This is an optimization exercise on Yosys and OpenROAD, whose aim is small area, not a production implementation. In this exercise RTL edits were held to simulation tests only and were not proved equivalent to the original. No activity file was given, so power comes from the tool's default toggle rates.

File: flow/flow/run.sh
#!/bin/bash
# Standard synthesis, then an area-oriented re-map of its combinational
# logic, then the standard layout with single-size port buffers and no CTS
# dummy loads. Each tool's output goes to a log file in this folder.
set -euo pipefail
W=$(pwd)
R=$W/orfs/results/$FLOW_PLATFORM/ex_stage_top/base
export BUFFER_PORTS_ARGS="-buffer_cell sky130_fd_sc_hd__buf_1"
export CTS_ARGS="-sink_clustering_enable -repair_clock_nets -dont_use_dummy_load"

bash standard.sh synth > synth.log 2>&1
cp "$R/1_2_yosys.v" "$W/1_2_yosys.standard.v"

TOP=$FLOW_TOP IN_V="$W/1_2_yosys.standard.v" OUT_V="$W/1_2_yosys.remap.v" \
    ABCS="$W/flow/remap.abc" REMAP_RPT="$W/remap_stat" \
    REMAP_PLATFORM_CFG="$FLOW_HOME/platforms/sky130hd/config.mk" \
    REMAP_LIB="$FLOW_HOME/platforms/sky130hd/lib/sky130_fd_sc_hd__tt_025C_1v80.lib" \
    yosys -c "$W/flow/remap.tcl" > remap.log 2>&1

cp "$W/1_2_yosys.remap.v" "$R/1_2_yosys.v"
rm -f "$R/1_synth.odb" "$R/1_synth.sdc"
bash standard.sh > layout.log 2>&1
File: flow/flow/remap.abc
strash
dc2
balance
rewrite
refactor
balance
rewrite
rewrite -z
balance
refactor -z
rewrite -z
balance
dch -f
map -D 5000
topo
buffer -c
upsize -D 5000
dnsize -D 5000
File: flow/flow/remap.tcl
# Re-map the combinational logic of the standard synthesis netlist for area.
# The flip-flops and tie cells stay as they are, with their names.
set lib $::env(REMAP_LIB)
yosys read_liberty -ignore_miss_func $lib
yosys read_verilog $::env(IN_V)
yosys hierarchy -top $::env(TOP)
foreach c {dfxtp_1 dfrtp_1 dfstp_1 dfxtp_2 dfrtp_2 dfxtp_4 dfrtp_4 conb_1} {
    if {![catch {yosys select -module sky130_fd_sc_hd__$c}]} {
        yosys select -clear
        yosys blackbox sky130_fd_sc_hd__$c
    }
}
yosys flatten
yosys opt_clean -purge
yosys tee -o $::env(REMAP_RPT).before stat -liberty $lib
# The platform's don't-use cells, from its config.mk
set fh [open $::env(REMAP_PLATFORM_CFG) r]
set cfg [read $fh]
close $fh
set dont_use {}
foreach w [regexp -all -inline {sky130_fd_sc_hd__\S+} [lindex [regexp -inline {DONT_USE_CELLS \+=[^#]*} $cfg] 0]] {
    lappend dont_use -dont_use $w
}
puts "remap: [expr {[llength $dont_use] / 2}] dont_use cells"
yosys abc -liberty $lib -script $::env(ABCS) {*}$dont_use
yosys opt_clean -purge
yosys tee -o $::env(REMAP_RPT).after stat -liberty $lib
yosys write_verilog -noattr -nohex -nodec $::env(OUT_V)
File: flow/standard.sh
#!/bin/bash
# synth_recipe.tcl (not shown) runs the flow's synth.tcl, then flattens the netlist and writes it again
# the make line also repeats each setting of config.mk as NAME=value (left out here)
make -C /OpenROAD-flow-scripts/flow DESIGN_CONFIG=/design/flow/config.mk WORK_HOME=/design/flow/orfs CLKGATE_MAP_FILE= SYNTH_SCRIPT=/design/flow/synth_recipe.tcl "${@:-finish}"
File: flow/config.mk
export PLATFORM = sky130hd
export DESIGN_NAME = ex_stage_top
export DESIGN_NICKNAME = ex_stage_top
export VERILOG_FILES = /design/flow/design.v
export SDC_FILE = /design/flow/constraint.sdc
export NUM_CORES = 4
export LEC_CHECK = 0
export CAP_MARGIN = 20
export CORE_MARGIN = 2
export CORE_UTILIZATION = 40
export SETUP_SLACK_MARGIN = 0.1
export SLEW_MARGIN = 20
File: flow/constraint.sdc
create_clock -name core_clock -period 7.0 [get_ports {clk}]
set_input_delay 1.4000 -clock core_clock [delete_from_list [all_inputs] [get_ports {clk}]]
set_output_delay 1.4000 -clock core_clock [all_outputs]
set_load 0.01 [all_outputs]
File: flow/design.v
`timescale 1ns/10ps
package rv_ex_pkg;
    localparam logic [5-1:0] ALU_ADD    = 5'd0;
    localparam logic [5-1:0] ALU_SUB    = 5'd1;
    localparam logic [5-1:0] ALU_SLL    = 5'd2;
    localparam logic [5-1:0] ALU_SLT    = 5'd3;
    localparam logic [5-1:0] ALU_SLTU   = 5'd4;
    localparam logic [5-1:0] ALU_XOR    = 5'd5;
    localparam logic [5-1:0] ALU_SRL    = 5'd6;
    localparam logic [5-1:0] ALU_SRA    = 5'd7;
    localparam logic [5-1:0] ALU_OR     = 5'd8;
    localparam logic [5-1:0] ALU_AND    = 5'd9;
    localparam logic [5-1:0] ALU_PASS_B = 5'd10;
    localparam logic [1:0] FWD_REG = 2'b00;
    localparam logic [1:0] FWD_WB  = 2'b01;
    localparam logic [1:0] FWD_MEM = 2'b10;
    localparam int ALU_SRC_PC  = 0;
    localparam int ALU_SRC_IMM = 1;
    localparam logic [2:0] BR_BEQ  = 3'b000;
    localparam logic [2:0] BR_BNE  = 3'b001;
    localparam logic [2:0] BR_JAL  = 3'b010;
    localparam logic [2:0] BR_JALR = 3'b011;
    localparam logic [2:0] BR_BLT  = 3'b100;
    localparam logic [2:0] BR_BGE  = 3'b101;
    localparam logic [2:0] BR_BLTU = 3'b110;
    localparam logic [2:0] BR_BGEU = 3'b111;
    localparam logic [1:0] RES_ALU  = 2'b00;
    localparam logic [1:0] RES_LOAD = 2'b01;
    localparam logic [1:0] RES_PC4  = 2'b10;
endpackage
`timescale 1ns/10ps
module alu (
    input  logic [5-1:0] alu_ctrl,
    input  logic [32-1:0]   alu_in_1,
    input  logic [32-1:0]   alu_in_2,
    output logic [32-1:0]   alu_result
);
    localparam int W = 32;
    logic         s_add, s_sub, s_sll, s_slt, s_sltu, s_xor, s_srl, s_sra;
    logic         s_or, s_and, s_pass;
    logic         sub;
    logic [W-1:0] b;
    logic [W-1:0] g;
    logic [W-1:0] p;
    logic [W:0]   c;
    logic         p_all;
    logic [W-1:0] sum;
    logic         lt_unsigned;
    logic         lt_signed;
    logic [W-1:0] sh_in;
    logic [W-1:0] sh_out;
    logic         fill;
    assign s_add  = (alu_ctrl == rv_ex_pkg::ALU_ADD);
    assign s_sub  = (alu_ctrl == rv_ex_pkg::ALU_SUB);
    assign s_sll  = (alu_ctrl == rv_ex_pkg::ALU_SLL);
    assign s_slt  = (alu_ctrl == rv_ex_pkg::ALU_SLT);
    assign s_sltu = (alu_ctrl == rv_ex_pkg::ALU_SLTU);
    assign s_xor  = (alu_ctrl == rv_ex_pkg::ALU_XOR);
    assign s_srl  = (alu_ctrl == rv_ex_pkg::ALU_SRL);
    assign s_sra  = (alu_ctrl == rv_ex_pkg::ALU_SRA);
    assign s_or   = (alu_ctrl == rv_ex_pkg::ALU_OR);
    assign s_and  = (alu_ctrl == rv_ex_pkg::ALU_AND);
    assign s_pass = (alu_ctrl == rv_ex_pkg::ALU_PASS_B);
    assign sub = s_sub | s_slt | s_sltu;
    assign b   = alu_in_2 ^ {W{sub}};
    assign g   = alu_in_1 & b;
    assign p   = alu_in_1 ^ b;
    rv_carry_bk #(.W(W)) i_carry (
        .g     (g),
        .p     (p),
        .cin   (sub),
        .c     (c),
        .p_all (p_all)
    );
    assign sum = p ^ c[W-1:0];
    assign lt_unsigned = ~c[W];
    assign lt_signed   = lt_unsigned ^ alu_in_1[W-1] ^ alu_in_2[W-1];
    assign fill = s_sra & alu_in_1[W-1];
    always_comb begin
        for (int i = 0; i < W; i++)
            sh_in[i] = s_sll ? alu_in_1[W-1-i] : alu_in_1[i];
    end
    assign sh_out = $signed({fill, sh_in}) >>> alu_in_2[4:0];
    always_comb begin
        for (int i = 0; i < W; i++) begin
            alu_result[i] = ((s_add | s_sub) & sum[i])
                          | (s_sll & sh_out[W-1-i])
                          | ((s_srl | s_sra) & sh_out[i])
                          | (s_xor & p[i])
                          | (s_and & g[i])
                          | (s_or & (p[i] | g[i]))
                          | (s_pass & alu_in_2[i])
                          | ((i == 0) & ((s_slt & lt_signed) | (s_sltu & lt_unsigned)));
        end
    end
endmodule
`timescale 1ns/10ps
module rv_carry_bk #(
    parameter int W = 32
) (
    input  logic [W-1:0] g,
    input  logic [W-1:0] p,
    input  logic         cin,
    output logic [W:0]   c,
    output logic         p_all
);
    function automatic logic [W:0] carries(input logic [W-1:0] gi, input logic [W-1:0] pi,
                                           input logic ci);
        logic [W-1:0] gg;
        logic [W-1:0] pp;
        logic [W:0]   cc;
        gg    = gi;
        pp    = pi;
        gg[0] = gi[0] | (pi[0] & ci);
        for (int d = 1; d < W; d = d * 2) begin
            for (int i = 2 * d - 1; i < W; i = i + 2 * d) begin
                gg[i] = gg[i] | (pp[i] & gg[i-d]);
                pp[i] = pp[i] & pp[i-d];
            end
        end
        for (int d = W / 4; d >= 1; d = d / 2) begin
            for (int i = 3 * d - 1; i < W; i = i + 2 * d) begin
                gg[i] = gg[i] | (pp[i] & gg[i-d]);
            end
        end
        cc[0] = ci;
        for (int i = 0; i < W; i++)
            cc[i+1] = gg[i];
        carries = cc;
    endfunction
    assign c     = carries(g, p, cin);
    assign p_all = &p;
endmodule
module rv_inc #(
    parameter int W   = 32,
    parameter int LSB = 2
) (
    input  logic [W-1:0] a,
    output logic [W-1:0] y
);
    logic [W:0] c;
    assign c[LSB:0] = {1'b1, {LSB{1'b0}}};
    for (genvar i = 0; i < W; i++) begin : g_bit
        if (i >= LSB) begin : g_inc
            assign y[i]   = a[i] ^ c[i];
            assign c[i+1] = a[i] & c[i];
        end else begin : g_pass
            assign y[i] = a[i];
        end
    end
endmodule
`timescale 1ns/10ps
module ex_stage_top (
    input  logic                  clk,
    input  logic                  rst_n,
    input  logic                  id_valid,
    input  logic [32-1:0]   id_rs1_data,
    input  logic [32-1:0]   id_rs2_data,
    input  logic [32-1:0]   id_imm,
    input  logic [32-1:0]   id_pc,
    input  logic [5-1:0] id_rs1,
    input  logic [5-1:0] id_rs2,
    input  logic [5-1:0] id_rd,
    input  logic [5-1:0] id_alu_ctrl,
    input  logic [1:0]            id_alu_src,
    input  logic [2:0]            id_branch_cond,
    input  logic                  id_branch_valid,
    input  logic [1:0]            id_result_src,
    input  logic                  id_mem_write,
    input  logic                  id_reg_write,
    input  logic [32-1:0]   mem_load_data,
    output logic                  pc_src,
    output logic [32-1:0]   branch_target,
    output logic [32-1:0]   mem_alu_result,
    output logic [32-1:0]   mem_store_data,
    output logic [5-1:0] mem_rd,
    output logic                  mem_write,
    output logic                  mem_reg_write,
    output logic [32-1:0]   wb_result,
    output logic [5-1:0] wb_rd,
    output logic                  wb_reg_write
);
    logic [32-1:0]   ex_alu_result;
    logic [32-1:0]   ex_store_data;
    logic [32-1:0]   ex_pc;
    logic [5-1:0] ex_rd;
    logic [1:0]            ex_result_src;
    logic                  ex_mem_write;
    logic                  ex_reg_write;
    logic [1:0]            mem_result_src;
    logic [32-1:0]   mem_pc_plus4;
    logic                  bubble;
    logic [32-1:0]   wb_next;
    logic                  fwd_mem_a, fwd_wb_a, fwd_mem_b, fwd_wb_b;
    logic [32-1:0]   op_a;
    logic [32-1:0]   op_b;
    logic [32-1:0]   alu_in_1;
    logic [32-1:0]   alu_in_2;
    logic [32-1:0]   alu_result;
    logic                  eq, lt_u, lt_s, taken;
    logic                  is_jalr;
    logic [32-1:0]   target_sum;
    assign bubble = pc_src || !id_valid;
    always_comb begin
        case (mem_result_src)
            rv_ex_pkg::RES_LOAD: wb_next = mem_load_data;
            rv_ex_pkg::RES_PC4:  wb_next = mem_pc_plus4;
            default:             wb_next = mem_alu_result;
        endcase
    end
    assign fwd_mem_a = ex_reg_write && (ex_rd != '0) && (ex_rd == id_rs1);
    assign fwd_mem_b = ex_reg_write && (ex_rd != '0) && (ex_rd == id_rs2);
    assign fwd_wb_a  = mem_reg_write && (mem_rd != '0) && (mem_rd == id_rs1);
    assign fwd_wb_b  = mem_reg_write && (mem_rd != '0) && (mem_rd == id_rs2);
    assign op_a = fwd_mem_a ? ex_alu_result : (fwd_wb_a ? wb_next : id_rs1_data);
    assign op_b = fwd_mem_b ? ex_alu_result : (fwd_wb_b ? wb_next : id_rs2_data);
    assign alu_in_1 = id_alu_src[rv_ex_pkg::ALU_SRC_PC]  ? id_pc  : op_a;
    assign alu_in_2 = id_alu_src[rv_ex_pkg::ALU_SRC_IMM] ? id_imm : op_b;
    alu i_alu (
        .alu_ctrl   (id_alu_ctrl),
        .alu_in_1   (alu_in_1),
        .alu_in_2   (alu_in_2),
        .alu_result (alu_result)
    );
    logic [32-1:0]   cmp_g, cmp_p;
    logic [32:0]     cmp_c;
    logic [32-1:0]   base;
    logic [32-1:0]   tgt_g, tgt_p;
    logic [32:0]     tgt_c;
    logic                  unused_tgt_p_all;
    logic [32-1:0]   ex_pc_plus4;
    assign cmp_g = op_a & ~op_b;
    assign cmp_p = ~(op_a ^ op_b);
    rv_carry_bk #(.W(32)) i_cmp (
        .g     (cmp_g),
        .p     (cmp_p),
        .cin   (1'b1),
        .c     (cmp_c),
        .p_all (eq)
    );
    assign lt_u = ~cmp_c[32];
    assign lt_s = lt_u ^ op_a[32-1] ^ op_b[32-1];
    always_comb begin
        case (id_branch_cond)
            rv_ex_pkg::BR_BEQ:  taken = eq;
            rv_ex_pkg::BR_BNE:  taken = ~eq;
            rv_ex_pkg::BR_BLT:  taken = lt_s;
            rv_ex_pkg::BR_BGE:  taken = ~lt_s;
            rv_ex_pkg::BR_BLTU: taken = lt_u;
            rv_ex_pkg::BR_BGEU: taken = ~lt_u;
            default:            taken = 1'b1;
        endcase
    end
    assign is_jalr = (id_branch_cond == rv_ex_pkg::BR_JALR);
    assign base    = is_jalr ? op_a : id_pc;
    assign tgt_g   = base & id_imm;
    assign tgt_p   = base ^ id_imm;
    rv_carry_bk #(.W(32)) i_tgt (
        .g     (tgt_g),
        .p     (tgt_p),
        .cin   (1'b0),
        .c     (tgt_c),
        .p_all (unused_tgt_p_all)
    );
    assign target_sum = tgt_p ^ tgt_c[32-1:0];
    rv_inc #(.W(32), .LSB(2)) i_pc4 (
        .a (ex_pc),
        .y (ex_pc_plus4)
    );
    always_ff @(posedge clk or negedge rst_n) begin
        if (!rst_n) begin
            pc_src        <= 1'b0;
            ex_mem_write  <= 1'b0;
            ex_reg_write  <= 1'b0;
            mem_write     <= 1'b0;
            mem_reg_write <= 1'b0;
            wb_reg_write  <= 1'b0;
        end else begin
            pc_src        <= id_branch_valid && !bubble && taken;
            ex_mem_write  <= id_mem_write && !bubble;
            ex_reg_write  <= id_reg_write && !bubble;
            mem_write     <= ex_mem_write;
            mem_reg_write <= ex_reg_write;
            wb_reg_write  <= mem_reg_write;
        end
    end
    always_ff @(posedge clk) begin
        ex_alu_result  <= alu_result;
        ex_store_data  <= op_b;
        branch_target  <= {target_sum[32-1:1], target_sum[0] & ~is_jalr};
        ex_pc          <= id_pc;
        ex_rd          <= id_rd;
        ex_result_src  <= id_result_src;
        mem_alu_result <= ex_alu_result;
        mem_store_data <= ex_store_data;
        mem_rd         <= ex_rd;
        mem_result_src <= ex_result_src;
        mem_pc_plus4   <= ex_pc_plus4;
        wb_result      <= wb_next;
        wb_rd          <= mem_rd;
    end
endmodule
==> reports/results.ini, run 1 <==
[outcome]
status=complete, no violations

[critical_path]
startpoint_type=input port
crit_arrival_ns=7.06
cp.required_ns=7.48
end_kind=register
path_class=in2reg
cp_slowest_stage_delay_ns=0.32
slowest_stage=a2111oi_4
cp_max_fo=6
path_buf_inv=5
critical_path.top_delay_family=simple AND/OR/NAND/NOR gates
crit_top_cell=nand2_2

[logic_synthesis]
synthCells=2479
syn_area_sq_um=16290
yosys_warnings=3
synth_fp_nets=2672
syn_area_per_cell_sq_um=6.570

[detailed_routing]
vias=19556
antenna_left=0
remaining_drc_errors=0
wl_per_cell_microns=22.78
first_pass_iters=6
drtIter0Drc=1990
vias_per_cell=5.605
wl_mm=79.46

[power]
power_frac_comb_pct=30.6
power_uw=4589
p_leak_uw=0.009541
switchingPower_uw=1600
p_per_area_nw_per_um2=222.5
vdd_drop_max_mv=0.2443
power_frac_seq_pct=40.1
intPower_uw=2989
clockPowerShare_pct=29.3
switching_share_pct=34.87

[cts]
postCtsHoldBufs=0
tritoncts=built
clock-sinks=281
clk-insertion-delay-late_ns=0.60
cts_buffers=30
htreeDepth=1
cts_root_buf=clkbuf_16
clkTransAtPathRegs_ns=0.06
clock_path_buffers=3

[sta]
rsz0062_at_grt=yes
finalHoldViolCount=0
whs_ns=0.2997
fmax_mhz=152.0
final-max-slew-violation-count=0
worstMarginPinSlew_ns=1.119
fin_ws_ns=0.4227
fin_skew_ns=0.07009
setup_viol=0
period_needed_ns=6.577
fin_crit_sh_pct=93.96
max-slew-margin-rel_pct=24.62

[grt]
grt_max_degree=41
grt_use_total_pct=35.98
grtUsageMet2_pct=56.19
antenna_found_initial=1
grtUsageMet1_pct=50.22
grt_overflow_total=0
grtUsageMet3_pct=4.260
grt_pass1_vias=17975
grt_first_pass_wirelength_mm=112.5
grt-busiest-layer=met2

[placement]
hpwl_mm=62.66
place_inst=3440
gp_congestion=1.100
place_area_sq_um=19350
io_buffers=334
pre_cts_slack_ns=-0.4700

[run]
max-cap-violations=0

[layout]
layout-drive-gt1-share_pct=12.25
syn_to_final_growth_pct=26.64
layout.nets=3158
fillers=4121
layout_common_cells=517 x nand2_1, 341 x inv_1, 328 x buf_1
final_common_cell=nand2_1
design_area_sq_um=20630
finalNonFillerCells=3489

[die]
start_util_pct=40.71
core_area_sq_um=40010
die_w_microns=205.8
pin_count=335
die_h_microns=205.8
num_rows=73
die-area_sq_um=42350

[hold_path]
min_path_type=reg2reg

==> final timing paths <==
| path | start | to | slack (ns) | cells after the start |
|---|---|---|---|---|
| worst min-delay path | ex_store_data[6]$_DFF_P_ | mem_store_data[6]$_DFF_P_ | 0.30 | 0 |
| worst max register to register | mem_rd[4]$_DFF_P_ | branch_target[31]$_DFF_P_ | 0.79 | 49 |
| worst max-delay path | id_rs1[4] | branch_target[31]$_DFF_P_ | 0.42 | 51 |
| max in group asynchronous | rst_n | wb_reg_write$_DFF_PN0_ | 6.07 | 1 |
| min in group asynchronous | rst_n | ex_mem_write$_DFF_PN0_ | 0.68 | 1 |
| worst min register to register | ex_store_data[6]$_DFF_P_ | mem_store_data[6]$_DFF_P_ | 0.30 | 0 |
==> sequential cells by signal (all words and copies together), names as in the netlist, 2 cells and up <==
register and cells:
mem_result_src 2, mem_rd 5, ex_rd 5, wb_result 32
wb_rd 5, mem_alu_result 32, ex_result_src 2, branch_target 32
mem_store_data 32, mem_pc_plus4 32, ex_store_data 32, ex_pc 32
ex_alu_result 32
==> power by group through the flow <==
stage	registers (uW)	logic, uW	clock network [uW]
after floorplan	1900	658	0
after global placement	1870	1290	0
after detailed placement	1870	1290	0
after CTS	1840	1300	1360
after global routing	1850	1510	1420
final	1840	1400	1350
==> cell type report <==
type                       instances  area (sq um)  area share, %
multi-input combinational       1751          9356          45.36
sequential                       281          5655          27.42
timing repair buffer             545          2859          13.86
inverter                         356          1346          6.527
clock buffer                      30         750.7          3.639
tap                              525         656.9          3.185
antenna                            1         2.502        0.01213
==> per-layer routing <==
metal	wire length (microns)	up-vias
li1	-	9202
met1	34550	9184
met2	34630	969
met3	6380	201
met4	3902	0
met5	0	-
==> per-stage QoR <==
stage	setup TNS (ns)	util [%]
after floorplan	0	-
after global placement	-2.233	48.37
after detailed placement	-3.201	48.37
after CTS	0	50.28
after global routing	-0.1492	51.55
final	0	51.56
==> timing repair <==
item	CTS	global route
gates resized for setup	2	112
buffers inserted	0	18
pin swaps	1	60
setup endpoints to repair	1	17
==> inputs of run 2 (changes only) <==
--- a/flow/config.mk
+++ b/flow/config.mk
@@ -9,4 +9,5 @@
 export CORE_MARGIN = 2
 export CORE_UTILIZATION = 40
+export GPL_TIMING_DRIVEN = 0
 export SETUP_SLACK_MARGIN = 0.1
 export SLEW_MARGIN = 20
==> reports/results.ini, run 2 <==
[outcome]
status=finished with violations  ; was complete, no violations
violations=setup timing

[grt]
grt_first_pass_wirelength_mm=115.2  ; was 112.5 mm
grtUsageMet1_pct=50.62  ; was 50.22%
grt_overflow_total=0  ; unchanged
grt-busiest-layer=met2  ; unchanged
grtUsageMet3_pct=5.844  ; was 4.260%
grt_pass1_vias=17984  ; was 17975
grtUsageMet2_pct=57.43  ; was 56.19%
antenna_found_initial=2  ; was 1
grt_max_degree=29  ; was 41
grt_use_total_pct=37.15  ; was 35.98%

[detailed_routing]
remaining_drc_errors=0  ; unchanged
antenna_left=0  ; unchanged
wl_mm=82.20  ; was 79.46 mm
vias_per_cell=5.684  ; was 5.605
drtIter0Drc=2130  ; was 1990
wl_per_cell_microns=23.94  ; was 22.78 microns
vias=19519  ; was 19556
first_pass_iters=6  ; unchanged

[die]
pin_count=335  ; unchanged
num_rows=73  ; unchanged
die-area_sq_um=42350  ; unchanged
core_area_sq_um=40010  ; unchanged
die_w_microns=205.8  ; unchanged
die_h_microns=205.8  ; unchanged
start_util_pct=40.71  ; unchanged

[layout]
fillers=4151  ; was 4121
layout_common_cells=519 x nand2_1, 340 x inv_1, 335 x buf_1  ; was 517 x nand2_1, 341 x inv_1, 328 x buf_1
final_common_cell=nand2_1  ; unchanged
syn_to_final_growth_pct=24.07  ; was 26.64%
multi_input_area_sq_um=9594  ; was 9356 sq um
layout.nets=3103  ; was 3158
layout-drive-gt1-share_pct=8.941  ; was 12.25%
seq_area_sq_um=5655  ; unchanged

[sta]
final-max-slew-violation-count=0  ; unchanged
rsz0062_at_grt=yes  ; unchanged
setup_viol=4  ; was 0
finalHoldViolCount=0  ; unchanged
fin_crit_sh_pct=102.4  ; was 93.96%
period_needed_ns=7.171  ; was 6.577 ns
max-slew-margin-rel_pct=21.81  ; was 24.62%
fmax_mhz=139.4  ; was 152.0 MHz
fin_ws_ns=-0.1711  ; was 0.4227 ns
worstMarginPinSlew_ns=1.161  ; was 1.119 ns
fin_skew_ns=0.04519  ; was 0.07009 ns

[cts]
clock-sinks=281  ; unchanged
cts_buffers=30  ; unchanged
clkTransAtPathRegs_ns=0.06  ; about the same
htreeDepth=1  ; unchanged
tritoncts=built  ; unchanged
clk-insertion-delay-late_ns=0.59  ; was 0.60 ns
clock_path_buffers=3  ; unchanged
cts_root_buf=clkbuf_16  ; unchanged
postCtsHoldBufs=0  ; unchanged

[power]
power_frac_seq_pct=40.0  ; was 40.1%
clockPowerShare_pct=29.7  ; was 29.3%
switchingPower_uw=1652  ; was 1600 uW
power_frac_comb_pct=30.3  ; was 30.6%
p_leak_uw=0.009075  ; was 0.009541 uW
switching_share_pct=35.97  ; was 34.87%
vdd_drop_max_mv=0.2265  ; was 0.2443 mV
intPower_uw=2940  ; was 2989 uW
power_uw=4592  ; was 4589 uW
p_per_area_nw_per_um2=227.2  ; was 222.5 nW/um^2

[logic_synthesis]
yosys_warnings=3  ; unchanged
synthCells=2479  ; unchanged
synth_fp_nets=2672  ; unchanged
syn_area_per_cell_sq_um=6.570  ; unchanged
syn_area_sq_um=16290  ; unchanged

[placement]
gp_congestion=1.149  ; was 1.100
pre_cts_slack_ns=-2.249  ; was -0.4700 ns
hpwl_mm=64.82  ; was 62.66 mm
io_buffers=334  ; unchanged

[critical_path]
startpoint_type=input port  ; unchanged
end_kind=register  ; unchanged
cp_max_fo=11  ; was 6
crit_arrival_ns=7.57  ; was 7.06 ns
timing.rr.start=ex_rd[0]$_DFF_P_  ; was mem_rd[4]$_DFF_P_
cp.required_ns=7.40  ; was 7.48 ns
path_class=in2reg  ; unchanged
crit_start=id_alu_ctrl[2]  ; was id_rs1[4]

[hold_path]
min_path_type=reg2reg  ; unchanged
hp-start=ex_store_data[3]$_DFF_P_  ; was ex_store_data[6]$_DFF_P_

[run]
max-cap-violations=0  ; unchanged

[run 2: area by class of cell]
class,count,area share (%)
flip-flops and latches,281,27.99
multi-input cells,1752,47.48
plain buffers,91,1.963
diodes,1,0.01238
repair buffers,398,8.947
well taps,525,3.251
inverters,356,6.650
clock buffers,30,3.715
[run 2: path summary, 6_finish.rpt]
path                            cells past startpoint  slack, ns                   endpoint
worst min-delay path                                0       0.32  mem_store_data[3]$_DFF_P_
min in group asynchronous                           1       0.67     wb_reg_write$_DFF_PN0_
worst max register to register                     26       0.42  ex_alu_result[29]$_DFF_P_
max in group asynchronous                           1       6.09    mem_reg_write$_DFF_PN0_
worst max-delay path                               14      -0.17  ex_alu_result[29]$_DFF_P_
worst min register to register                      0       0.32  mem_store_data[3]$_DFF_P_
[run 2: routing by layer]
layer	routed length [microns]	share of wire [%]
met5	0	0
met4	4330	5.3
met3	7808	9.5
met2	35520	43
met1	34540	42
[run 2: worst max-delay path, cell delays in order]
cell	delay (ns)
clkdlybuf4s15_2	0.38
nor2_1	0.26
inv_1	0.09
nor2_1	0.80
clkinv_1	0.81
clkbuf_1	0.53
nor2_1	0.84
inv_1	0.45
nor2_1	0.67
inv_1	0.27
clkbuf_1	0.41
o21ai_0	0.32
nor4_1	0.12
o311ai_1	0.18
[run 2: power groups by stage]
stage | clock network (uW) | logic [uW] | registers [uW]
2_1_floorplan | 0 | 658 | 1900
3_3_place_gp | 0 | 1190 | 1860
3_5_place_dp | 0 | 1190 | 1870
4_1_cts | 1370 | 1260 | 1840
5_1_grt | 1430 | 1490 | 1850
6_report | 1360 | 1390 | 1840
[run 2: stage by stage]
stage          util [%]  instance area (sq um)  hold slack [ns]  cells  TNS [ns]
2_1_floorplan         -                  16290           0.3096   2479         0
3_3_place_gp      45.49                  18200           0.3098   3338    -71.08
3_5_place_dp      45.56                  18230           0.3121   3339    -67.59
4_1_cts           48.78                  19510           0.3255   3398         0
5_1_grt           50.51                  20210           0.3274   3433         0
6_report          50.51                  20210           0.3227   3434   -0.2451
[run 2: timing repair]
| item | 4_1_cts | 5_1_grt |
|---|---|---|
| pin swaps | 23 | 52 |
| resized for setup | 87 | 130 |
| setup buffers | 28 | 33 |
| endpoints found under the setup margin | 43 | 37 |
| cloned | 1 | 2 |
==> inputs of run 3 (changes only) <==
==> flow/flow/remap.abc (replaced) <==
strash
dc2
balance
rewrite
refactor
balance
rewrite
rewrite -z
balance
refactor -z
rewrite -z
balance
dch -f
map -D 4500
topo
buffer -c
upsize -D 4500
dnsize -D 4500
strash
dch -f
map -D 4500
topo
buffer -c
upsize -D 4500
dnsize -D 4500
--- a/flow/config.mk
+++ b/flow/config.mk
@@ -9,5 +9,4 @@
 export CORE_MARGIN = 2
 export CORE_UTILIZATION = 40
-export GPL_TIMING_DRIVEN = 0
 export SETUP_SLACK_MARGIN = 0.1
 export SLEW_MARGIN = 20
==> reports/results.ini, run 3 <==
[layout]
syn_to_final_growth_pct=22.82  ; was 24.07%
final_util_pct=50.05  ; was 50.51%
layout-drive-gt1-share_pct=9.329  ; was 8.941%
layout.nets=3100  ; was 3103
multi_input_area_sq_um=9139  ; was 9594 sq um
seq_area_sq_um=5655  ; unchanged
final_common_cell=nand2_1  ; unchanged
fillers=4194  ; was 4151
design_area_sq_um=19980  ; was 20210 sq um
layout_common_cells=564 x nand2_1, 334 x buf_1, 309 x inv_1  ; was 519 x nand2_1, 340 x inv_1, 335 x buf_1

[cts]
postCtsHoldBufs=0  ; unchanged
clkTransAtPathRegs_ns=0.06  ; about the same
clk-insertion-delay-late_ns=0.58  ; was 0.59 ns
clock-sinks=281  ; unchanged
htreeDepth=1  ; unchanged
clock_path_buffers=3  ; unchanged
cts_buffers=31  ; was 30
cts_root_buf=clkbuf_16  ; unchanged
tritoncts=built  ; unchanged

[detailed_routing]
wl_per_cell_microns=23.47  ; was 23.94 microns
wl_mm=80.52  ; was 82.20 mm
antenna_left=0  ; unchanged
vias_per_cell=5.626  ; was 5.684
drtIter0Drc=2247  ; was 2130
remaining_drc_errors=0  ; unchanged
first_pass_iters=6  ; unchanged
vias=19302  ; was 19519

[grt]
grt_first_pass_wirelength_mm=114.8  ; was 115.2 mm
grt_overflow_total=0  ; unchanged
grt_max_degree=48  ; was 29
antenna_found_initial=1  ; was 2
grt_use_total_pct=36.94  ; was 37.15%
grt_pass1_vias=17888  ; was 17984

[critical_path]
r2r_setup_slack_ns=0.91  ; was 0.42 ns
crit_top_cell=nand2_1  ; was nor2_1
crit_arrival_ns=6.88  ; was 7.57 ns
crit_start=id_rs2[2]  ; was id_alu_ctrl[2]
critical_path.top_delay_family=compound AO/OA/AOI/OAI gates  ; was buffers and inverters
cp.depth=45  ; was 14
slowest_stage=a221oi_1  ; was nor2_1
cp.required_ns=7.41  ; was 7.40 ns
cp_max_fo=13  ; was 11
cp_slowest_stage_delay_ns=0.23  ; was 0.84 ns
path_buf_inv=3  ; was 7
path_class=in2reg  ; unchanged
timing.rr.start=mem_result_src[0]$_DFF_P_  ; was ex_rd[0]$_DFF_P_
r2r_cells=44  ; was 26
end_kind=register  ; unchanged
crit-reg2reg-capture=ex_alu_result[31]$_DFF_P_  ; was ex_alu_result[29]$_DFF_P_
critical_path.endpoint=ex_alu_result[31]$_DFF_P_  ; was ex_alu_result[29]$_DFF_P_
startpoint_type=input port  ; unchanged

[sta]
fmax_mhz=154.7  ; was 139.4 MHz
worstMarginPinSlew_ns=1.113  ; was 1.161 ns
max-slew-margin-rel_pct=25.03  ; was 21.81%
period_needed_ns=6.466  ; was 7.171 ns
fin_skew_ns=0.03344  ; was 0.04519 ns
final-max-slew-violation-count=0  ; unchanged
finalHoldViolCount=0  ; unchanged
setup_viol=0  ; was 4
fin_ws_ns=0.5339  ; was -0.1711 ns
fin_crit_sh_pct=92.37  ; was 102.4%

[power]
vdd_drop_max_mv=0.2064  ; was 0.2265 mV
p_leak_uw=0.009178  ; was 0.009075 uW
power_uw=4568  ; was 4592 uW
p_per_area_nw_per_um2=228.7  ; was 227.2 nW/um^2

[placement]
gp_congestion=1.111  ; was 1.149
pre_cts_slack_ns=-0.01253  ; was -2.249 ns
place_area_sq_um=19090  ; was 18230 sq um
hpwl_mm=63.70  ; was 64.82 mm
io_buffers=334  ; unchanged

[die]
die_h_microns=205.6  ; was 205.8 microns
start_util_pct=40.75  ; was 40.71%
pin_count=335  ; unchanged
num_rows=73  ; unchanged
die_w_microns=205.6  ; was 205.8 microns
core_area_sq_um=39910  ; was 40010 sq um
die-area_sq_um=42290  ; was 42350 sq um

[logic_synthesis]
yosys_warnings=3  ; unchanged
synth_fp_nets=2662  ; was 2672
synthCells=2469  ; was 2479
syn_area_sq_um=16260  ; was 16290 sq um
syn_area_per_cell_sq_um=6.587  ; was 6.570 sq um

[hold_path]
whs_path_depth=0  ; unchanged
min_path_type=reg2reg  ; unchanged

[outcome]
status=complete, no violations  ; was finished with violations

[run]
max-cap-violations=0  ; unchanged

==> run 3: report_power, final <==
group	internal [uW]	switching [uW]	total, uW	leakage [uW]
clock network	768	620	1390	0.000382
registers	1760	79.8	1840	0.00238
logic	440	898	1340	0.00641
==> run 3: what timing repair did <==
item,in CTS,in global routing
endpoints found under the setup margin,0,13
buffers inserted,0,2
hold endpoints to repair,0,0
gates resized for setup,0,25
==> run 3: final cells by class <==
class,count,share of cell area (%)
antenna,1,0.01253
clock buffer,31,3.883
inverter,323,6.070
multi-input combinational,1771,45.75
sequential,281,28.31
tap,525,3.288
timing repair buffer,499,12.68
==> run 3: per-layer routing <==
metal | GRT usage, % | up-vias | wire (microns)
li1 | - | 9087 | -
met1 | 51.77 | 8937 | 35050
met2 | 55.62 | 1106 | 33730
met3 | 5.607 | 172 | 7490
met4 | 16.88 | 0 | 4254
met5 | 0 | - | 0
==> run 3: worst min path at each step <==
| stage | startpoint | to | slack, ns |
|---|---|---|---|
| floorplan | ex_pc[0]$_DFF_P_ | mem_pc_plus4[0]$_DFF_P_ | 0.31 |
| global placement | ex_pc[0]$_DFF_P_ | mem_pc_plus4[0]$_DFF_P_ | 0.31 |
| detailed placement | ex_store_data[7]$_DFF_P_ | mem_store_data[7]$_DFF_P_ | 0.31 |
| CTS | ex_store_data[25]$_DFF_P_ | mem_store_data[25]$_DFF_P_ | 0.29 |
| global route | ex_store_data[25]$_DFF_P_ | mem_store_data[25]$_DFF_P_ | 0.30 |
| finish | ex_store_data[25]$_DFF_P_ | mem_store_data[25]$_DFF_P_ | 0.30 |
==> run 3: through the flow <==
stage,setup TNS (ns),instances,hold WS [ns]
floorplan,0,2469,0.3096
global placement,0,3397,0.3111
detailed placement,-0.01253,3397,0.3121
CTS,0,3428,0.2892
global route,-0.001482,3430,0.2984
finish,0,3431,0.2955
==> inputs of run 4 (changes only) <==
--- a/flow/flow/run.sh
+++ b/flow/flow/run.sh
@@ -7,5 +7,6 @@
 R=$W/orfs/results/$FLOW_PLATFORM/ex_stage_top/base
 export BUFFER_PORTS_ARGS="-buffer_cell sky130_fd_sc_hd__buf_1"
-export CTS_ARGS="-sink_clustering_enable -repair_clock_nets -dont_use_dummy_load"
+export RECOVER_POWER=100
+export CTS_ARGS="-sink_clustering_enable -repair_clock_nets -dont_use_dummy_load -buf_list sky130_fd_sc_hd__clkbuf_8 -root_buf sky130_fd_sc_hd__clkbuf_8 -sink_clustering_size 12 -sink_clustering_max_diameter 60"
 
 bash standard.sh synth > synth.log 2>&1
==> reports/results.ini, run 4 <==
[power]
power_frac_seq_pct=44.3  ; was 40.3%
vdd_drop_max_mv=0.2054  ; was 0.2064 mV
power_frac_comb_pct=31.8  ; was 29.3%
p_leak_uw=0.008973  ; was 0.009178 uW
switchingPower_uw=1534  ; was 1598 uW
intPower_uw=2618  ; was 2970 uW
switching_share_pct=36.95  ; was 34.98%
clockPowerShare_pct=23.9  ; was 30.4%
p_per_area_nw_per_um2=212.1  ; was 228.7 nW/um^2

[grt]
grt_pass1_vias=17935  ; was 17888
grt_max_degree=48  ; unchanged
grt_use_total_pct=37.02  ; was 36.94%
grt_first_pass_wirelength_mm=114.6  ; was 114.8 mm
antenna_found_initial=1  ; unchanged
grt_overflow_total=0  ; unchanged

[layout]
final_common_cell=nand2_1  ; unchanged
final_util_pct=49.06  ; was 50.05%
layout-drive-gt1-share_pct=8.706  ; was 9.329%
finalNonFillerCells=3431  ; unchanged
layout_common_cells=566 x nand2_1, 325 x buf_1, 310 x inv_1  ; was 564 x nand2_1, 334 x buf_1, 309 x inv_1
layout.nets=3101  ; was 3100
antenna_cells=0  ; was 1
syn_to_final_growth_pct=20.40  ; was 22.82%

[placement]
io_buffers=334  ; unchanged
hpwl_mm=63.70  ; unchanged
pre_cts_slack_ns=-0.01253  ; unchanged
gp_congestion=1.111  ; unchanged
place_inst=3397  ; unchanged

[cts]
cts_buffers=34  ; was 31
tritoncts=built  ; unchanged
clk-insertion-delay-late_ns=0.60  ; was 0.58 ns
clkTransAtPathRegs_ns=0.08  ; was 0.06 ns
postCtsHoldBufs=0  ; unchanged
cts_root_buf=clkbuf_8  ; was clkbuf_16
htreeDepth=2  ; was 1
clock_path_buffers=3  ; unchanged
cts_resized=0  ; unchanged
clock-sinks=281  ; unchanged
cts_setup_buffers=0  ; unchanged

[sta]
fmax_mhz=153.4  ; was 154.7 MHz
period_needed_ns=6.519  ; was 6.466 ns
fin_ws_ns=0.4814  ; was 0.5339 ns
setup_viol=0  ; unchanged
finalHoldViolCount=0  ; unchanged
final-max-slew-violation-count=0  ; unchanged
fin_tns_setup_ns=0  ; unchanged
fin_skew_ns=0.07843  ; was 0.03344 ns
rsz0062_at_grt=yes
whs_ns=0.3133  ; was 0.2955 ns
fin_crit_sh_pct=93.12  ; was 92.37%
worstMarginPinSlew_ns=1.145  ; was 1.113 ns
max-slew-margin-rel_pct=23.68  ; was 25.03%

[outcome]
status=complete, no violations  ; unchanged

[run]
max-cap-violations=0  ; unchanged

[hold_path]
min_path_type=reg2reg  ; unchanged
hp-start=ex_store_data[25]$_DFF_P_  ; unchanged

[logic_synthesis]
syn_area_per_cell_sq_um=6.587  ; unchanged
syn_area_sq_um=16260  ; unchanged
synth_fp_nets=2662  ; unchanged
yosys_warnings=3  ; unchanged
synthCells=2469  ; unchanged

[detailed_routing]
wl_per_cell_microns=23.38  ; was 23.47 microns
vias_per_cell=5.606  ; was 5.626
first_pass_iters=6  ; unchanged
drtIter0Drc=2240  ; was 2247
remaining_drc_errors=0  ; unchanged
wl_mm=80.22  ; was 80.52 mm
vias=19233  ; was 19302
antenna_left=0  ; unchanged

[critical_path]
crit_top_cell=nand2_1  ; unchanged
startpoint_type=input port  ; unchanged
cp.required_ns=7.42  ; was 7.41 ns
path_buf_inv=5  ; was 3
cp_max_fo=13  ; unchanged
critical_path.top_delay_family=compound AO/OA/AOI/OAI gates  ; unchanged
path_class=in2reg  ; unchanged
timing.rr.start=mem_result_src[0]$_DFF_P_  ; unchanged
slowest_stage=clkbuf_1  ; was a221oi_1
end_kind=register  ; unchanged
crit_start=id_rs2[2]  ; unchanged
cp_slowest_stage_delay_ns=0.84  ; was 0.23 ns
crit_arrival_ns=6.94  ; was 6.88 ns

[die]
pin_count=335  ; unchanged
die_h_microns=205.6  ; unchanged
die_w_microns=205.6  ; unchanged
start_util_pct=40.75  ; unchanged
num_rows=73  ; unchanged
core_area_sq_um=39910  ; unchanged
die-area_sq_um=42290  ; unchanged

-- run 4: layout make-up --
class                      count  area, sq um
inverter                     323         1212
clock buffer                  34        467.9
tap                          525        656.9
multi-input combinational   1771         9124
sequential                   281         5655
fill                        4253        20330
timing repair buffer         497         2466
-- run 4: per-layer routing --
| metal | track usage [%] | up-vias | wire length [microns] |
|---|---|---|---|
| li1 | - | 9076 | - |
| met1 | 51.37 | 9011 | 35150 |
| met2 | 55.92 | 981 | 34110 |
| met3 | 6.319 | 163 | 7139 |
| met4 | 16.78 | 2 | 3803 |
| met5 | 0 | - | 13 |
-- run 4: worst reg2reg max path, delay by kind of cell, from the launching register on --
family / cells / cell delay [ns]
buffers and inverters: 3 / 0.32
and+or+nand+nor: 24 / 2.74
AOI/OAI and AO/OA: 18 / 2.60
DFF: 1 / 0.31
-- run 4: stage by stage --
stage          instance area (sq um)  total power [uW]
5_1_grt                        19580              4344
3_5_place_dp                   19090              3151
2_1_floorplan                  16260              2549
3_3_place_gp                   19090              3149
4_1_cts                        19560              4133
6_report                       19580              4153
-- run 4: power by group through the flow --
stage	clock network, uW	registers (uW)	logic [uW]
finish	991	1840	1320
global route	1070	1850	1430
CTS	1010	1840	1280
floorplan	0	1900	650
detailed placement	0	1870	1280
global placement	0	1870	1280
-- run 4: final timing paths --
kind                                                    to  slack (ns)  depth (start not counted)
worst max-delay path             ex_alu_result[31]$_DFF_P_        0.48                         37
worst min-delay path            mem_store_data[25]$_DFF_P_        0.31                          0
worst max register to register   ex_alu_result[31]$_DFF_P_        0.87                         45
worst min register to register  mem_store_data[25]$_DFF_P_        0.31                          0
max in group asynchronous                 pc_src$_DFF_PN0_        6.08                          1
min in group asynchronous          mem_reg_write$_DFF_PN0_        0.66                          1
==> inputs of run 5 (changes only) <==
--- a/flow/flow/run.sh
+++ b/flow/flow/run.sh
@@ -7,5 +7,4 @@
 R=$W/orfs/results/$FLOW_PLATFORM/ex_stage_top/base
 export BUFFER_PORTS_ARGS="-buffer_cell sky130_fd_sc_hd__buf_1"
-export RECOVER_POWER=100
 export CTS_ARGS="-sink_clustering_enable -repair_clock_nets -dont_use_dummy_load -buf_list sky130_fd_sc_hd__clkbuf_8 -root_buf sky130_fd_sc_hd__clkbuf_8 -sink_clustering_size 12 -sink_clustering_max_diameter 60"
 
==> flow/flow/remap.abc (replaced) <==
strash
dc2
balance
rewrite
refactor
balance
rewrite
rewrite -z
balance
refactor -z
rewrite -z
balance
dch -f
map -D 5000
topo
buffer -c
upsize -D 5000
dnsize -D 5000
==> reports/results.ini, run 5 <==
[die]
die_w_microns=205.8  ; was 205.6 microns
core_area_sq_um=40010  ; was 39910 sq um
start_util_pct=40.71  ; was 40.75%
pin_count=335  ; unchanged
num_rows=73  ; unchanged
die_h_microns=205.8  ; was 205.6 microns
die-area_sq_um=42350  ; was 42290 sq um

[grt]
grt_first_pass_wirelength_mm=112.1  ; was 114.6 mm
grt_max_degree=41  ; was 48
grt_pass1_vias=17930  ; was 17935
grt_overflow_total=0  ; unchanged
antenna_found_initial=0  ; was 1
grt_use_total_pct=35.79  ; was 37.02%

[cts]
postCtsHoldBufs=0  ; unchanged
htreeDepth=1  ; was 2
clk-insertion-delay-late_ns=0.63  ; was 0.60 ns
clock-sinks=281  ; unchanged
tritoncts=built  ; unchanged
cts_buffers=30  ; was 34
clkTransAtPathRegs_ns=0.08  ; about the same
cts_root_buf=clkbuf_8  ; unchanged
clock_path_buffers=3  ; unchanged

[detailed_routing]
vias=19421  ; was 19233
drtIter0Drc=1905  ; was 2240
wl_per_cell_microns=22.68  ; was 23.38 microns
vias_per_cell=5.571  ; was 5.606
wl_met2_mm=34.52  ; was 34.11 mm
wl_mm=79.08  ; was 80.22 mm
m1WireLength_mm=34.66  ; was 35.15 mm
antenna_left=0  ; unchanged
first_pass_iters=5  ; was 6
remaining_drc_errors=0  ; unchanged
met3_wirelength_mm=6.198  ; was 7.139 mm
top_layer=met4  ; was met5

[logic_synthesis]
syn_area_sq_um=16290  ; was 16260 sq um
yosys_warnings=3  ; unchanged
synthCells=2479  ; was 2469
synth_fp_nets=2672  ; was 2662
syn_area_per_cell_sq_um=6.570  ; was 6.587 sq um

[critical_path]
cp.required_ns=7.50  ; was 7.42 ns
cp_max_fo=6  ; was 13
startpoint_type=input port  ; unchanged
crit_top_cell=nand2_2  ; was nand2_1
crit_arrival_ns=7.23  ; was 6.94 ns
path_buf_inv=5  ; unchanged
slowest_stage=a2111oi_4  ; was clkbuf_1
critical_path.top_delay_family=simple AND/OR/NAND/NOR gates  ; was compound AO/OA/AOI/OAI gates
path_class=in2reg  ; unchanged
cp_slowest_stage_delay_ns=0.32  ; was 0.84 ns
end_kind=register  ; unchanged

[power]
vdd_drop_max_mv=0.1951  ; was 0.2054 mV
intPower_uw=2620  ; was 2618 uW
power_frac_seq_pct=44.3  ; about the same
switching_share_pct=36.81  ; was 36.95%
power_frac_comb_pct=33.8  ; was 31.8%
p_per_area_nw_per_um2=204.8  ; was 212.1 nW/um^2
p_leak_uw=0.009363  ; was 0.008973 uW
switchingPower_uw=1526  ; was 1534 uW
clockPowerShare_pct=22.0  ; was 23.9%

[sta]
fin_crit_sh_pct=96.11  ; was 93.12%
period_needed_ns=6.728  ; was 6.519 ns
fin_skew_ns=0.07212  ; was 0.07843 ns
rsz0062_at_grt=yes  ; unchanged
setup_viol=0  ; unchanged
whs_ns=0.2829  ; was 0.3133 ns
fmax_mhz=148.6  ; was 153.4 MHz
final-max-slew-violation-count=0  ; unchanged
fin_tns_setup_ns=0  ; unchanged
fin_ws_ns=0.2723  ; was 0.4814 ns
finalHoldViolCount=0  ; unchanged
worstMarginPinSlew_ns=1.110  ; was 1.145 ns
max-slew-margin-rel_pct=25.23  ; was 23.68%

[layout]
final_util_pct=50.60  ; was 49.06%
layout-drive-gt1-share_pct=12.02  ; was 8.706%
antenna_cells=0  ; unchanged
layout.nets=3156  ; was 3101
finalNonFillerCells=3486  ; was 3431
syn_to_final_growth_pct=24.29  ; was 20.40%
final_common_cell=nand2_1  ; unchanged
layout_common_cells=517 x nand2_1, 340 x inv_1, 329 x buf_1  ; was 566 x nand2_1, 325 x buf_1, 310 x inv_1

[placement]
pre_cts_slack_ns=-0.4700  ; was -0.01253 ns
gp_congestion=1.100  ; was 1.111
io_buffers=334  ; unchanged
place_inst=3440  ; was 3397
hpwl_mm=62.66  ; was 63.70 mm

[outcome]
status=complete, no violations  ; unchanged

[run]
max-cap-violations=0  ; unchanged

[hold_path]
min_path_type=reg2reg  ; unchanged

[run 5: what timing repair did]
action                                 4_1_cts  5_1_grt
endpoints found under the hold margin        0        0
setup endpoints to repair                    0       17
buffers inserted                             0       16
gates resized for setup                      0      108
[run 5: path summary, 6_finish.rpt]
check	cells after the start	from	end	slack (ns)
max in group asynchronous	1	rst_n	wb_reg_write$_DFF_PN0_	6.09
max	51	id_rs1[4]	branch_target[31]$_DFF_P_	0.27
max reg2reg	50	mem_rd[4]$_DFF_P_	branch_target[31]$_DFF_P_	0.70
min in group asynchronous	1	rst_n	mem_reg_write$_DFF_PN0_	0.64
min	0	ex_store_data[9]$_DFF_P_	mem_store_data[9]$_DFF_P_	0.28
min reg2reg	0	ex_store_data[9]$_DFF_P_	mem_store_data[9]$_DFF_P_	0.28
[run 5: area by class of cell]
cell class / instances / area [sq um]
Tap cell: 525 / 656.9
Fill cell: 4195 / 19760
Multi-Input combinational cell: 1751 / 9324
Inverter: 356 / 1341
Timing Repair Buffer: 543 / 2854
Clock buffer: 30 / 412.9
Sequential cell: 281 / 5655
[run 5: metrics by stage]
step / power, uW / area [sq um]
after floorplan: 2559 / 16290
after global placement: 3158 / 19350
after detailed placement: 3164 / 19350
after CTS: 4074 / 19770
after global routing: 4342 / 20240
final: 4146 / 20240
[run 5: layer usage]
| metal | up-vias | global-route usage (%) |
|---|---|---|
| li1 | 9188 | - |
| met4 | 0 | 14.72 |
| met1 | 9144 | 50.16 |
| met3 | 184 | 3.738 |
| met5 | - | 0 |
| met2 | 905 | 56.01 |
[run 5: power by group through the flow]
stage / Sequential (uW) / Clock (uW) / Combinational (uW)
after floorplan: 1900 / 0 / 658
after global placement: 1870 / 0 / 1290
after detailed placement: 1870 / 0 / 1290
after CTS: 1840 / 939 / 1300
after global routing: 1850 / 984 / 1510
final: 1840 / 910 / 1400
==> inputs of run 6 (changes only) <==
==> flow/flow/remap.abc (replaced) <==
strash
dc2
balance
rewrite
refactor
balance
rewrite
rewrite -z
balance
refactor -z
rewrite -z
balance
dch -f
map -D 4000
topo
buffer -c
upsize -D 4000
dnsize -D 4000
strash
dch -f
map -D 4000
topo
buffer -c
upsize -D 4000
dnsize -D 4000
==> reports/results.ini, run 6 <==
[critical_path]
end_kind=register  ; unchanged
crit_arrival_ns=6.75  ; was 7.23 ns
cp.required_ns=7.52  ; was 7.50 ns
startpoint_type=input port  ; unchanged
slowest_stage=or2_2  ; was a2111oi_4
cp_slowest_stage_delay_ns=0.40  ; was 0.32 ns
crit_top_cell=nand2_1  ; was nand2_2
cp_max_fo=8  ; was 6
path_class=in2reg  ; unchanged
r2r_cells=38  ; was 50

[detailed_routing]
vias=18806  ; was 19421
first_pass_iters=8  ; was 5
drtIter0Drc=1998  ; was 1905
remaining_drc_errors=0  ; unchanged
vias_per_cell=5.551  ; was 5.571
wl_mm=76.99  ; was 79.08 mm
antenna_left=0  ; unchanged
wl_per_cell_microns=22.72  ; was 22.68 microns

[sta]
setup_viol=0  ; unchanged
fmax_mhz=160.4  ; was 148.6 MHz
rsz0062_at_grt=no  ; was yes
fin_tns_setup_ns=0  ; unchanged
fin_crit_sh_pct=89.09  ; was 96.11%
final-max-slew-violation-count=0  ; unchanged
fin_ws_ns=0.7640  ; was 0.2723 ns
fin_skew_ns=0.06209  ; was 0.07212 ns
worstMarginPinSlew_ns=1.185  ; was 1.110 ns
max-slew-margin-rel_pct=20.97  ; was 25.23%
period_needed_ns=6.236  ; was 6.728 ns
finalHoldViolCount=0  ; unchanged

[layout]
layout_common_cells=581 x nand2_1, 334 x buf_1, 301 x nor2_1  ; was 517 x nand2_1, 340 x inv_1, 329 x buf_1
final_common_cell=nand2_1  ; unchanged
syn_to_final_growth_pct=17.78  ; was 24.29%
layout.nets=3058  ; was 3156
antenna_cells=0  ; unchanged
design_area_sq_um=19120  ; was 20240 sq um
finalNonFillerCells=3388  ; was 3486
layout-drive-gt1-share_pct=7.335  ; was 12.02%
final_util_pct=47.91  ; was 50.60%

[cts]
htreeDepth=1  ; unchanged
clock-sinks=281  ; unchanged
postCtsHoldBufs=0  ; unchanged
cts_root_buf=clkbuf_8  ; unchanged
tritoncts=built  ; unchanged
clkTransAtPathRegs_ns=0.08  ; about the same
cts_setup_buffers=0  ; unchanged
cts_buffers=31  ; was 30
clock_path_buffers=3  ; unchanged
clk-insertion-delay-late_ns=0.62  ; was 0.63 ns
cts_resized=0  ; unchanged

[grt]
grt_use_total_pct=35.27  ; was 35.79%
grt_overflow_total=0  ; unchanged
grtUsageMet2_pct=53.96  ; was 56.01%
grt_pass1_vias=17632  ; was 17930
grt-busiest-layer=met2  ; unchanged
grtUsageMet1_pct=49.50  ; was 50.16%
antenna_found_initial=1  ; was 0
grt_first_pass_wirelength_mm=110.3  ; was 112.1 mm
grt_max_degree=47  ; was 41
grtUsageMet3_pct=5.939  ; was 3.738%

[logic_synthesis]
synth_fp_nets=2667  ; was 2672
yosys_warnings=3  ; unchanged
syn_area_sq_um=16240  ; was 16290 sq um
synthCells=2474  ; was 2479
syn_area_per_cell_sq_um=6.562  ; was 6.570 sq um

[placement]
io_buffers=334  ; unchanged
place_area_sq_um=18690  ; was 19350 sq um
pre_cts_slack_ns=0.06365  ; was -0.4700 ns
hpwl_mm=61.69  ; was 62.66 mm
place_inst=3357  ; was 3440
gp_congestion=1.083  ; was 1.100

[die]
die-area_sq_um=42220  ; was 42350 sq um
die_w_microns=205.5  ; was 205.8 microns
die_h_microns=205.5  ; was 205.8 microns
start_util_pct=40.68  ; was 40.71%
core_area_sq_um=39910  ; was 40010 sq um
pin_count=335  ; unchanged
num_rows=73  ; unchanged

[power]
power_frac_comb_pct=30.8  ; was 33.8%
switching_share_pct=36.78  ; was 36.81%
p_leak_uw=0.008748  ; was 0.009363 uW
p_per_area_nw_per_um2=209.3  ; was 204.8 nW/um^2
power_frac_seq_pct=45.9  ; was 44.3%
switchingPower_uw=1472  ; was 1526 uW
clockPowerShare_pct=23.3  ; was 22.0%
intPower_uw=2530  ; was 2620 uW
vdd_drop_max_mv=0.1851  ; was 0.1951 mV

[outcome]
status=complete, no violations  ; unchanged

[run]
max-cap-violations=0  ; unchanged

[hold_path]
min_path_type=reg2reg  ; unchanged
whs_path_depth=0  ; unchanged

-- run 6: cell count changes in the layout (fill, tap and decap cells not counted), sizes merged, moves of 14 or more --
cell | previous run | this run
a221oi | 10 | 24
nand2 | 535 | 583
nand3 | 31 | 47
buf | 539 | 450
inv | 350 | 298
-- run 6: critical path, delay by kind of cell --
kind	cells	cell delay, ns
buffers and inverters	2	0.24
AO/OA/AOI/OAI	10	1.87
AND/OR/NAND/NOR	27	3.21
-- run 6: per-layer routing --
layer	vias to the layer above	share of wire, %
met5	-	0.17
met4	4	3.7
met3	155	8.6
met2	908	43
met1	8741	45
li1	8998	-
-- run 6: layout make-up --
cell class	count	area, sq um
inverters	307	1152
flip-flops and latches	281	5655
well taps	525	656.9
repair buffers	450	2125
fillers	4234	20790
clock buffers	31	426.7
multi-input cells	1794	9106
-- run 6: metrics by stage --
step	power (uW)	hold WS (ns)
finish	4002	0.3006
global placement	3070	0.3114
floorplan	2553	0.3096
global route	4197	0.2968
detailed placement	3073	0.3121
CTS	3992	0.2992
-- run 6: final timing paths --
check	startpoint	endpoint	slack, ns
hold / removal	ex_store_data[14]$_DFF_P_	mem_store_data[14]$_DFF_P_	0.30
setup / recovery	id_rs1[4]	branch_target[31]$_DFF_P_	0.76
setup reg to reg	mem_rd[3]$_DFF_P_	branch_target[31]$_DFF_P_	1.25
min in group asynchronous	rst_n	mem_write$_DFF_PN0_	0.66
max in group asynchronous	rst_n	ex_mem_write$_DFF_PN0_	6.07
hold reg to reg	ex_store_data[14]$_DFF_P_	mem_store_data[14]$_DFF_P_	0.30
-- run 6: power by group through the flow --
stage | combinational, uW | clock (uW) | sequential (uW)
after floorplan | 653 | 0 | 1900
after global placement | 1200 | 0 | 1870
after detailed placement | 1200 | 0 | 1870
after CTS | 1210 | 950 | 1840
after global routing | 1340 | 1010 | 1850
final | 1230 | 932 | 1840
==> inputs of run 7 (changes only) <==
--- a/flow/config.mk
+++ b/flow/config.mk
@@ -6,7 +6,7 @@
 export NUM_CORES = 4
 export LEC_CHECK = 0
-export CAP_MARGIN = 20
+export CAP_MARGIN = 0
 export CORE_MARGIN = 2
 export CORE_UTILIZATION = 40
 export SETUP_SLACK_MARGIN = 0.1
-export SLEW_MARGIN = 20
+export SLEW_MARGIN = 0
==> reports/results.ini, run 7 <==
[placement]
pre_cts_slack_ns=0.06365  ; unchanged
io_buffers=334  ; unchanged
gp_congestion=1.083  ; unchanged
hpwl_mm=61.69  ; unchanged

[cts]
cts_buffers=31  ; unchanged
clk-insertion-delay-late_ns=0.62  ; about the same
tritoncts=built  ; unchanged
htreeDepth=1  ; unchanged
clkTransAtPathRegs_ns=0.08  ; about the same
clock_path_buffers=3  ; unchanged
cts_setup_buffers=0  ; unchanged
clock-sinks=281  ; unchanged
postCtsHoldBufs=0  ; unchanged
cts_resized=0  ; unchanged
cts_root_buf=clkbuf_8  ; unchanged

[detailed_routing]
wl_mm=76.99  ; unchanged
antenna_left=0  ; unchanged
vias_per_cell=5.551  ; unchanged
remaining_drc_errors=0  ; unchanged
vias=18806  ; unchanged
wl_per_cell_microns=22.72  ; unchanged
drtIter0Drc=1998  ; unchanged
first_pass_iters=8  ; unchanged

[outcome]
status=complete, no violations  ; unchanged

[critical_path]
slowest_stage=or2_2  ; unchanged
crit_top_cell=nand2_1  ; unchanged
cp_slowest_stage_delay_ns=0.40  ; about the same
r2r_cells=38  ; unchanged
cp.depth=39  ; unchanged
path_class=in2reg  ; unchanged
cp.required_ns=7.52  ; about the same
critical_path.top_delay_family=simple AND/OR/NAND/NOR gates  ; unchanged
path_buf_inv=2  ; unchanged
crit_arrival_ns=6.75  ; about the same
cp_max_fo=8  ; unchanged
startpoint_type=input port  ; unchanged
end_kind=register  ; unchanged

[die]
die_w_microns=205.5  ; unchanged
die-area_sq_um=42220  ; unchanged
num_rows=73  ; unchanged
die_h_microns=205.5  ; unchanged
core_area_sq_um=39910  ; unchanged
pin_count=335  ; unchanged
start_util_pct=40.68  ; unchanged

[layout]
multi_input_area_sq_um=9106  ; unchanged
final_common_cell=nand2_1  ; unchanged
syn_to_final_growth_pct=17.78  ; unchanged
seq_area_sq_um=5655  ; unchanged
layout_common_cells=581 x nand2_1, 334 x buf_1, 301 x nor2_1  ; unchanged
fillers=4234  ; unchanged
antenna_cells=0  ; unchanged
layout.nets=3058  ; unchanged
layout-drive-gt1-share_pct=7.335  ; unchanged

[logic_synthesis]
yosys_warnings=3  ; unchanged
synthCells=2474  ; unchanged
syn_area_per_cell_sq_um=6.562  ; unchanged
synth_fp_nets=2667  ; unchanged
syn_area_sq_um=16240  ; unchanged

[grt]
grt_pass1_vias=17632  ; unchanged
grt_overflow_total=0  ; unchanged
grt_first_pass_wirelength_mm=110.3  ; unchanged
grt_use_total_pct=35.27  ; unchanged
antenna_found_initial=1  ; unchanged
grt_max_degree=47  ; unchanged

[run]
max-cap-violations=0  ; unchanged

[sta]
finalHoldViolCount=0  ; unchanged
fin_tns_setup_ns=0  ; unchanged
fin_crit_sh_pct=89.09  ; unchanged
worstMarginPinSlew_ns=1.185  ; unchanged
period_needed_ns=6.236  ; unchanged
final-max-slew-violation-count=0  ; unchanged
fmax_mhz=160.4  ; unchanged
rsz0062_at_grt=no  ; unchanged
max-slew-margin-rel_pct=20.97  ; unchanged
fin_skew_ns=0.06209  ; unchanged
setup_viol=0  ; unchanged
fin_ws_ns=0.7640  ; unchanged

[power]
p_per_area_nw_per_um2=209.3  ; unchanged
p_leak_uw=0.008748  ; unchanged
vdd_drop_max_mv=0.1851  ; unchanged

[hold_path]
whs_path_depth=0  ; unchanged
min_path_type=reg2reg  ; unchanged

run 7: cell counts in the layout (fill, tap and decap cells not counted):
Identical to the previous run, type by type.
run 7: layout make-up:
type	count	area share [%]
clock buffers	31	2.231
inverters	307	6.026
multi-input cells	1794	47.62
flip-flops and latches	281	29.58
well taps	525	3.435
repair buffers	450	11.11
run 7: per-layer routing:
metal	up-vias	global-route usage, %	wire [microns]
met5	-	2.024	133
met4	4	12.82	2875
met3	155	5.939	6646
met2	908	53.96	32910
met1	8741	49.50	34420
li1	8998	-	-
run 7: report_power, final:
part	internal [uW]	switching [uW]	total, uW
Sequential	1760	76.4	1840
Clock	389	543	932
Combinational	381	853	1230
run 7: worst paths after layout:
kind                                                 from                    endpoint  slack [ns]
min in group asynchronous                           rst_n         mem_write$_DFF_PN0_        0.66
worst min-delay path            ex_store_data[14]$_DFF_P_  mem_store_data[14]$_DFF_P_        0.30
max in group asynchronous                           rst_n      ex_mem_write$_DFF_PN0_        6.07
worst max register to register          mem_rd[3]$_DFF_P_   branch_target[31]$_DFF_P_        1.25
worst max-delay path                            id_rs1[4]   branch_target[31]$_DFF_P_        0.76
worst min register to register  ex_store_data[14]$_DFF_P_  mem_store_data[14]$_DFF_P_        0.30
run 7: metrics by stage:
stage	hold slack, ns	area [sq um]	util [%]	power (uW)	cells
2_1_floorplan	0.3096	16240	-	2553	2474
3_3_place_gp	0.3114	18690	46.82	3070	3357
3_5_place_dp	0.3121	18690	46.82	3073	3357
4_1_cts	0.2992	19120	47.89	3992	3388
5_1_grt	0.2968	19120	47.91	4197	3388
6_report	0.3006	19120	47.91	4002	3388

==> re-timing with driven ports <==
The results above use ideal ports. As a check the final layouts listed here were re-extracted and re-timed, cells and wires unchanged. Step 1 assumes that a clkbuf_16 drives the clock port and a buf_2 every other input. Step 2, shift: input delay + t, output delay - t, t = (earliest + latest rising clock arrival at the registers) / 2. This alone moves slack from input paths to output paths. Slacks: ideal / step 1 / step 2; pairs: ideal / step 1.
run	t, ns	setup WS [ns]	hold slack, ns
run 1	0.620	0.423 / 0.453 / -0.167	0.300 / 0.300 / 0.300
run 2	0.625	-0.171 / -0.155 / -0.780	0.323 / 0.323 / 0.323
run 3	0.623	0.534 / 0.568 / -0.056	0.295 / 0.295 / 0.295
run 4	0.614	0.481 / 0.510 / -0.104	0.313 / 0.313 / 0.313
run 5	0.641	0.272 / 0.278 / -0.364	0.283 / 0.283 / 0.283
run 6	0.641	0.764 / 0.785 / 0.144	0.301 / 0.301 / 0.301
run 7	0.641	0.764 / 0.785 / 0.144	0.301 / 0.301 / 0.301
Met with ideal ports but missed after step 2: setup timing in run 1, run 3, run 4 and run 5. For run 5, which loses most, drivers alone change the setup slack by +0.006 ns; drivers and shift together by -0.636 ns.
